This design comes from an exercise in tuning for small area on the open sky130 flow, not from production work. Only simulation tests tie the RTL to the original design; equivalence was not proved.

==> inputs of job 3945 <==
==> flow/design.v <==
package qar_timer_pkg;
  localparam logic [5:0] REG_CTRL     = 6'h00;
  localparam logic [5:0] REG_PRESCALE = 6'h01;
  localparam logic [5:0] REG_COUNT    = 6'h02;
  localparam logic [5:0] REG_TOP      = 6'h03;
  localparam logic [5:0] REG_STATUS   = 6'h04;
  localparam logic [5:0] REG_IRQ_EN   = 6'h05;
  localparam int CH_BASE       = 8;
  localparam int CH_STRIDE     = 4;
  localparam int CH_OFF_CTRL   = 0;
  localparam int CH_OFF_CMP    = 1;
  localparam int CH_OFF_PERIOD = 2;
  localparam int CH_OFF_CAP    = 3;
  localparam int CTRL_EN_BIT      = 0;
  localparam int CTRL_ONESHOT_BIT = 1;
  localparam int CTRL_CLR_BIT     = 2;
  localparam int ST_WRAP_BIT = 0;
  localparam int ST_EVT_BASE = 8;
  localparam int ST_OVR_BASE = 16;
  typedef enum logic [1:0] {
    MODE_OFF = 2'd0,
    MODE_CMP = 2'd1,
    MODE_CAP = 2'd2,
    MODE_PWM = 2'd3
  } ch_mode_t;
endpackage
module qar_timer_add #(
  parameter int W = 32
) (
  input  logic [W-1:0] a,
  input  logic [W-1:0] b,
  output logic [W-1:0] s
);
  logic [W:0] c;
  assign c[0] = 1'b0;
  for (genvar i = 0; i < W; i++) begin : g_bit
    assign s[i]   = a[i] ^ b[i] ^ c[i];
    assign c[i+1] = (a[i] & b[i]) | (c[i] & (a[i] ^ b[i]));
  end
endmodule
module qar_timer_inc #(
  parameter int W = 32
) (
  input  logic [W-1:0] a,
  input  logic         ci,
  output logic [W-1:0] s
);
  logic [W:0] c;
  assign c[0] = ci;
  for (genvar i = 0; i < W; i++) begin : g_bit
    assign s[i]   = a[i] ^ c[i];
    assign c[i+1] = a[i] & c[i];
  end
endmodule
import qar_timer_pkg::*;
module qar_timer_mc #(
  parameter int CNT_W  = 32,
  parameter int NUM_CH = 8,
  parameter int PRE_W  = 16
) (
  input  logic              clk,
  input  logic              rst,
  input  logic              bus_write,
  input  logic              bus_read,
  input  logic [5:0]        addr_word,
  input  logic [31:0]       wdata,
  output logic [31:0]       rdata,
  input  logic [NUM_CH-1:0] capture_in,
  output logic [NUM_CH-1:0] pwm_out,
  output logic              irq
);
  logic              alive_reg;
  logic              en_reg;
  logic              oneshot_reg;
  logic [PRE_W-1:0]  prescale_reg;
  logic [PRE_W-1:0]  pre_cnt_reg;
  logic [CNT_W-1:0]  count_reg;
  logic [CNT_W-1:0]  top_reg;
  logic              wrap_reg;
  logic [NUM_CH-1:0] evt_reg;
  logic [NUM_CH-1:0] ovr_reg;
  logic              irq_wrap_en_reg;
  logic [NUM_CH-1:0] irq_evt_en_reg;
  logic [NUM_CH-1:0] irq_ovr_en_reg;
  logic              glb;
  logic [5:0]        gsel;
  logic [NUM_CH-1:0] chsel;
  logic [3:0]        osel;
  assign glb = (addr_word[5:3] == 3'd0);
  for (genvar g = 0; g < 6; g++) begin : g_gsel
    assign gsel[g] = glb && (addr_word[2:0] == g);
  end
  for (genvar i = 0; i < NUM_CH; i++) begin : g_chsel
    assign chsel[i] = (addr_word[5:2] == 4'(i + 2));
  end
  for (genvar k = 0; k < 4; k++) begin : g_osel
    assign osel[k] = (addr_word[1:0] == k);
  end
  logic wr_ctrl, wr_prescale, wr_count, wr_top, wr_status, wr_irq_en;
  assign wr_ctrl     = bus_write && gsel[REG_CTRL];
  assign wr_prescale = bus_write && gsel[REG_PRESCALE];
  assign wr_count    = bus_write && gsel[REG_COUNT];
  assign wr_top      = bus_write && gsel[REG_TOP];
  assign wr_status   = bus_write && gsel[REG_STATUS];
  assign wr_irq_en   = bus_write && gsel[REG_IRQ_EN];
  logic             clr, tick, top_zero, at_top, wrap_set, zero_cnt;
  logic [CNT_W-1:0] count_inc;
  logic [PRE_W-1:0] pre_inc;
  assign clr      = wr_ctrl && wdata[CTRL_CLR_BIT];
  assign tick     = en_reg && (pre_cnt_reg == prescale_reg);
  assign top_zero = ~|top_reg;
  assign at_top   = top_zero ? (&count_reg) : (count_reg == top_reg);
  assign wrap_set = tick && !clr && !wr_count && at_top;
  assign zero_cnt = clr || (tick && at_top) || !alive_reg;
  qar_timer_inc #(.W(CNT_W)) u_count_inc (.a(count_reg), .ci(tick), .s(count_inc));
  qar_timer_inc #(.W(PRE_W)) u_pre_inc (.a(pre_cnt_reg), .ci(1'b1), .s(pre_inc));
  logic [NUM_CH-1:0] ch_evt, ch_ovr;
  logic [4:0]        ch_ctrl   [NUM_CH];
  logic [CNT_W-1:0]  ch_cmp    [NUM_CH];
  logic [CNT_W-1:0]  ch_period [NUM_CH];
  logic [CNT_W-1:0]  ch_cap    [NUM_CH];
  for (genvar gi = 0; gi < NUM_CH; gi++) begin : g_ch
    logic [1:0]       mode_reg;
    logic             auto_reload_reg;
    logic             cap_fall_reg;
    logic             pwm_inv_reg;
    logic [CNT_W-1:0] cmp_reg;
    logic [CNT_W-1:0] period_reg;
    logic [CNT_W-1:0] cap_reg;
    logic [1:0]       sync_reg;
    logic             dly_reg;
    logic             edge_reg;
    logic             pwm_reg;
    logic wr_chctrl, wr_cmp, wr_period;
    logic synced, edge_det, cmp_hit, cap_hit, reload;
    assign wr_chctrl = bus_write && chsel[gi] && osel[CH_OFF_CTRL];
    assign wr_cmp    = bus_write && chsel[gi] && osel[CH_OFF_CMP];
    assign wr_period = bus_write && chsel[gi] && osel[CH_OFF_PERIOD];
    logic [CNT_W-1:0] bit_eq;
    logic [CNT_W:0]   lt_chain;
    logic             cnt_eq, cnt_lt;
    assign bit_eq      = ~(count_reg ^ cmp_reg);
    assign lt_chain[0] = 1'b0;
    for (genvar b = 0; b < CNT_W; b++) begin : g_lt
      assign lt_chain[b+1] = bit_eq[b] ? lt_chain[b] : cmp_reg[b];
    end
    assign cnt_eq = (count_reg == cmp_reg);
    assign cnt_lt = lt_chain[CNT_W];
    logic [CNT_W-1:0] sum;
    qar_timer_add #(.W(CNT_W)) u_reload_add (.a(cmp_reg), .b(period_reg), .s(sum));
    assign synced   = sync_reg[1];
    assign edge_det = cap_fall_reg ? (dly_reg & ~synced) : (synced & ~dly_reg);
    assign cmp_hit = (mode_reg == MODE_CMP) && tick && cnt_eq;
    assign cap_hit = (mode_reg == MODE_CAP) && edge_reg;
    assign reload  = cmp_hit && auto_reload_reg;
    assign ch_evt[gi]  = cmp_hit | cap_hit;
    assign ch_ovr[gi]  = cap_hit & evt_reg[gi];
    assign pwm_out[gi] = pwm_reg;
    assign ch_ctrl[gi]   = {pwm_inv_reg, cap_fall_reg, auto_reload_reg, mode_reg};
    assign ch_cmp[gi]    = cmp_reg;
    assign ch_period[gi] = period_reg;
    assign ch_cap[gi]    = cap_reg;
    always_ff @(posedge clk or posedge rst) begin
      if (rst) begin
        mode_reg <= MODE_OFF;
        sync_reg <= '0;
        dly_reg  <= 1'b0;
        edge_reg <= 1'b0;
        pwm_reg  <= 1'b0;
      end else begin
        sync_reg <= {sync_reg[0], capture_in[gi]};
        dly_reg  <= synced;
        edge_reg <= edge_det;
        if (wr_chctrl) mode_reg <= wdata[1:0];
        pwm_reg  <= (mode_reg == MODE_PWM) && (cnt_lt ^ pwm_inv_reg);
      end
    end
    logic keep_ctrl, take_sum, keep_cmp, keep_period, keep_cap;
    assign keep_ctrl   = alive_reg & ~wr_chctrl;
    assign take_sum    = alive_reg & ~wr_cmp & reload;
    assign keep_cmp    = alive_reg & ~wr_cmp & ~reload;
    assign keep_period = alive_reg & ~wr_period;
    assign keep_cap    = alive_reg & ~cap_hit;
    always_ff @(posedge clk) begin
      {pwm_inv_reg, cap_fall_reg, auto_reload_reg} <=
          ({3{wr_chctrl}} & wdata[4:2]) |
          ({3{keep_ctrl}} & {pwm_inv_reg, cap_fall_reg, auto_reload_reg});
      cmp_reg    <= ({CNT_W{wr_cmp}} & wdata[CNT_W-1:0]) | ({CNT_W{take_sum}} & sum) |
                    ({CNT_W{keep_cmp}} & cmp_reg);
      period_reg <= ({CNT_W{wr_period}} & wdata[CNT_W-1:0]) |
                    ({CNT_W{keep_period}} & period_reg);
      cap_reg    <= ({CNT_W{cap_hit}} & count_reg) | ({CNT_W{keep_cap}} & cap_reg);
    end
  end
  always_ff @(posedge clk or posedge rst) begin
    if (rst) begin
      alive_reg   <= 1'b0;
      en_reg      <= 1'b0;
      oneshot_reg <= 1'b0;
      pre_cnt_reg <= '0;
    end else begin
      alive_reg <= 1'b1;
      if (wr_ctrl) begin
        en_reg      <= wdata[CTRL_EN_BIT];
        oneshot_reg <= wdata[CTRL_ONESHOT_BIT];
      end else if (wrap_set && oneshot_reg) begin
        en_reg <= 1'b0;
      end
      pre_cnt_reg <= (!en_reg || clr || tick) ? '0 : pre_inc;
    end
  end
  logic keep_prescale, keep_top, keep_irq_en, keep_count;
  assign keep_prescale = alive_reg & ~wr_prescale;
  assign keep_top      = alive_reg & ~wr_top;
  assign keep_irq_en   = alive_reg & ~wr_irq_en;
  assign keep_count    = ~wr_count & ~zero_cnt;
  always_ff @(posedge clk) begin
    prescale_reg <= ({PRE_W{wr_prescale}} & wdata[PRE_W-1:0]) |
                    ({PRE_W{keep_prescale}} & prescale_reg);
    top_reg      <= ({CNT_W{wr_top}} & wdata[CNT_W-1:0]) |
                    ({CNT_W{keep_top}} & top_reg);
    count_reg    <= ({CNT_W{wr_count}} & wdata[CNT_W-1:0]) |
                    ({CNT_W{keep_count}} & count_inc);
    wrap_reg <= (wrap_reg & alive_reg & ~(wr_status & wdata[ST_WRAP_BIT])) | wrap_set;
    evt_reg  <= (evt_reg & {NUM_CH{alive_reg}} &
                 ~({NUM_CH{wr_status}} & wdata[ST_EVT_BASE +: NUM_CH])) | ch_evt;
    ovr_reg  <= (ovr_reg & {NUM_CH{alive_reg}} &
                 ~({NUM_CH{wr_status}} & wdata[ST_OVR_BASE +: NUM_CH])) | ch_ovr;
    {irq_ovr_en_reg, irq_evt_en_reg, irq_wrap_en_reg} <=
        ({(2*NUM_CH+1){wr_irq_en}} &
         {wdata[ST_OVR_BASE +: NUM_CH], wdata[ST_EVT_BASE +: NUM_CH], wdata[ST_WRAP_BIT]}) |
        ({(2*NUM_CH+1){keep_irq_en}} & {irq_ovr_en_reg, irq_evt_en_reg, irq_wrap_en_reg});
  end
  assign irq = alive_reg & (
               (wrap_reg & irq_wrap_en_reg) |
               (|(evt_reg & irq_evt_en_reg)) |
               (|(ovr_reg & irq_ovr_en_reg)));
  logic [31:0] status_word, irq_en_word;
  always_comb begin
    status_word                        = '0;
    status_word[ST_WRAP_BIT]           = wrap_reg;
    status_word[ST_EVT_BASE +: NUM_CH] = evt_reg;
    status_word[ST_OVR_BASE +: NUM_CH] = ovr_reg;
    irq_en_word                        = '0;
    irq_en_word[ST_WRAP_BIT]           = irq_wrap_en_reg;
    irq_en_word[ST_EVT_BASE +: NUM_CH] = irq_evt_en_reg;
    irq_en_word[ST_OVR_BASE +: NUM_CH] = irq_ovr_en_reg;
  end
  always_comb begin
    rdata = ({32{gsel[REG_CTRL]}}     & {30'd0, oneshot_reg, en_reg}) |
            ({32{gsel[REG_PRESCALE]}} & {{(32-PRE_W){1'b0}}, prescale_reg}) |
            ({32{gsel[REG_COUNT]}}    & count_reg) |
            ({32{gsel[REG_TOP]}}      & top_reg) |
            ({32{gsel[REG_STATUS]}}   & status_word) |
            ({32{gsel[REG_IRQ_EN]}}   & irq_en_word);
    for (int i = 0; i < NUM_CH; i++) begin
      rdata = rdata |
              ({32{chsel[i] & osel[CH_OFF_CTRL]}}   & {27'd0, ch_ctrl[i]}) |
              ({32{chsel[i] & osel[CH_OFF_CMP]}}    & ch_cmp[i]) |
              ({32{chsel[i] & osel[CH_OFF_PERIOD]}} & ch_period[i]) |
              ({32{chsel[i] & osel[CH_OFF_CAP]}}    & ch_cap[i]);
    end
    rdata = rdata & {32{bus_read & alive_reg}};
  end
endmodule
==> flow/flow/run.sh <==
#!/bin/bash
# Layout flow: the standard flow (standard.sh: standard synthesis, then
# ORFS floorplan to finish), with these changes to how the layout is built:
#  - clock tree: clkbuf_8 buffers, sink clusters of up to 13 flops within
#    65 um, and no dummy loads (fewer, smaller clock buffers);
#  - port buffers: every input and output port still gets its own buffer,
#    using buf_1 cells;
#  - repair_design (pre_resize.tcl hook) leaves out buf_8/12/16, so
#    high-fanout nets get smaller buffers.
# Each tool's full output goes to standard.log in this folder.
set -uo pipefail
here=$(pwd)
export CTS_ARGS="-sink_clustering_enable -repair_clock_nets -dont_use_dummy_load -buf_list sky130_fd_sc_hd__clkbuf_8 -sink_clustering_size 13 -sink_clustering_max_diameter 65"
export BUFFER_PORTS_ARGS="-buffer_cell sky130_fd_sc_hd__buf_1"
export PRE_GLOBAL_PLACE_TCL="$here/flow/pre_global_place.tcl"
export PRE_RESIZE_TCL="$here/flow/pre_resize.tcl"
bash standard.sh > standard.log 2>&1
status=$?
cp -r orfs/logs standard_logs 2>/dev/null || true
exit $status
==> flow/flow/pre_global_place.tcl <==
# Hook sourced by ORFS global_place.tcl before placement: drop the buffers
# that synthesis inserted, as the timing-driven placement would; the repair
# steps that follow re-buffer only the nets that need it.
remove_buffers
==> flow/flow/pre_resize.tcl <==
# Hook sourced by ORFS resize.tcl before repair_design: leave the three
# largest plain buffers out, so high-fanout nets get smaller buffers.
set_dont_use {sky130_fd_sc_hd__buf_16 sky130_fd_sc_hd__buf_12 sky130_fd_sc_hd__buf_8}
==> flow/standard.sh <==
#!/bin/bash
# synth_recipe.tcl (not shown) runs the flow's synth.tcl, then flattens the netlist and writes it again
# the make line also repeats each setting of config.mk as NAME=value (left out here)
make -C /OpenROAD-flow-scripts/flow DESIGN_CONFIG=/design/flow/config.mk WORK_HOME=/design/flow/orfs CLKGATE_MAP_FILE= SYNTH_SCRIPT=/design/flow/synth_recipe.tcl "${@:-finish}"
==> flow/config.mk <==
export PLATFORM = sky130hd
export DESIGN_NAME = qar_timer_mc
export DESIGN_NICKNAME = qar_timer_mc
export VERILOG_FILES = /design/flow/design.v
export SDC_FILE = /design/flow/constraint.sdc
export NUM_CORES = 4
export LEC_CHECK = 0
export ABC_AREA = 1
export CAP_MARGIN = 10
export CORE_MARGIN = 2
export CORE_UTILIZATION = 40
export GPL_TIMING_DRIVEN = 0
export SLEW_MARGIN = 10
==> flow/constraint.sdc <==
create_clock -name core_clock -period 15.0 [get_ports {clk}]
set_input_delay 3.0000 -clock core_clock [delete_from_list [all_inputs] [get_ports {clk}]]
set_output_delay 3.0000 -clock core_clock [all_outputs]
set_load 0.01 [all_outputs]
==> job 6629 (differences from job 3945) <==
==> flow/flow/run.sh (replaced) <==
#!/bin/bash
# Layout flow: the standard flow (standard.sh: standard synthesis, then
# ORFS floorplan to finish), with these changes to how the layout is built:
#  - clock tree: clkbuf_8 buffers, sink clusters of up to 12 flops within
#    60 um, and no dummy loads (fewer, smaller clock buffers);
#  - port buffers: every input and output port still gets its own buffer,
#    using buf_1 cells;
set -uo pipefail
here=$(pwd)
export CTS_ARGS="-sink_clustering_enable -repair_clock_nets -dont_use_dummy_load -buf_list sky130_fd_sc_hd__clkbuf_8 -sink_clustering_size 12 -sink_clustering_max_diameter 60"
export BUFFER_PORTS_ARGS="-buffer_cell sky130_fd_sc_hd__buf_1"
export PRE_GLOBAL_PLACE_TCL="$here/flow/pre_global_place.tcl"
bash standard.sh > standard.log 2>&1
status=$?
cp -r orfs/logs standard_logs 2>/dev/null || true
exit $status
- CAP_MARGIN: 10 -> 20
- SLEW_MARGIN: 10 -> 20
removed: flow/flow/pre_resize.tcl
==> impl_metrics.tcl <==
set metrics [dict create \
    p_per_area_mw_per_mm2 88.8 \
    final_core_util_pct 43.6 \
    insertion_delay_ps 860 \
    p_clk_mw 1.64 \
    maxSlewHeadroom_pct 8.71 \
    grt_pass1_vias 44073 \
    timing.hold.ws_ps 347 \
    syn_to_final_growth_pct 7.90 \
    placed_cell_area_mm2 0.0515 \
    powerComb_uw 409 \
    outcome "no timing/DRC/antenna violations" \
    worst_pin_slew_ps 1360 \
    placed_cells 7322 \
    clk_pin_slew_worst_paths_ps 90 \
    detail_route.wirelength.met1_mm 95.8 \
    via_count 47562 \
    leakage_nw 16.9 \
]
The numbers above come from job 6629.

==> impl_metrics.tcl <==
set metrics [dict create \
    syn_to_final_growth_pct 6.38 \
    powerComb_uw 398 \
    p_clk_mw 1.53 \
    maxSlewHeadroom_pct 5.56 \
    grt_pass1_wl_mm 328 \
    timing.hold.ws_ps 329 \
    leakage_nw 16.6 \
    grt_antenna_before_repair 10 \
    via_count 47088 \
    outcome "no timing/DRC/antenna violations" \
    clk_pin_slew_worst_paths_ps 100 \
    slowest_delay_ps 490 \
    grt_pass1_vias 43393 \
    detail_route.wirelength.met1_mm 96.1 \
    p_per_area_mw_per_mm2 87.8 \
    insertion_delay_ps 820 \
    io_pins 91 \
    worst_pin_slew_ps 1380 \
]
The numbers above come from job 3945.

## afterwards: timing with drivers on the ports
Ports are ideal in the flow. The routed layouts listed here were re-timed in OpenROAD.
Step 1, drivers: a clkbuf_16 drives clk and a buf_2 each remaining input, both assumed.
Step 2 moves the port delays by t, midway between the first and last clock arrival at a register: inputs arrive t later, outputs are due t later. That takes back most of the time a late clock gives input paths.
a / b / c = ideal / step 1 / step 2; a / b = the first two.
| run | shift t [ns] | setup slack, ns | clock arrival spread, ns |
|---|---|---|---|
| job 3945 | 0.847 | 1.641 / 1.641 / 1.641 | 0.086 / 0.086 |
| job 6629 | 0.892 | 1.639 / 1.639 / 1.639 | 0.075 / 0.076 |
After both steps every run listed still meets setup and hold.
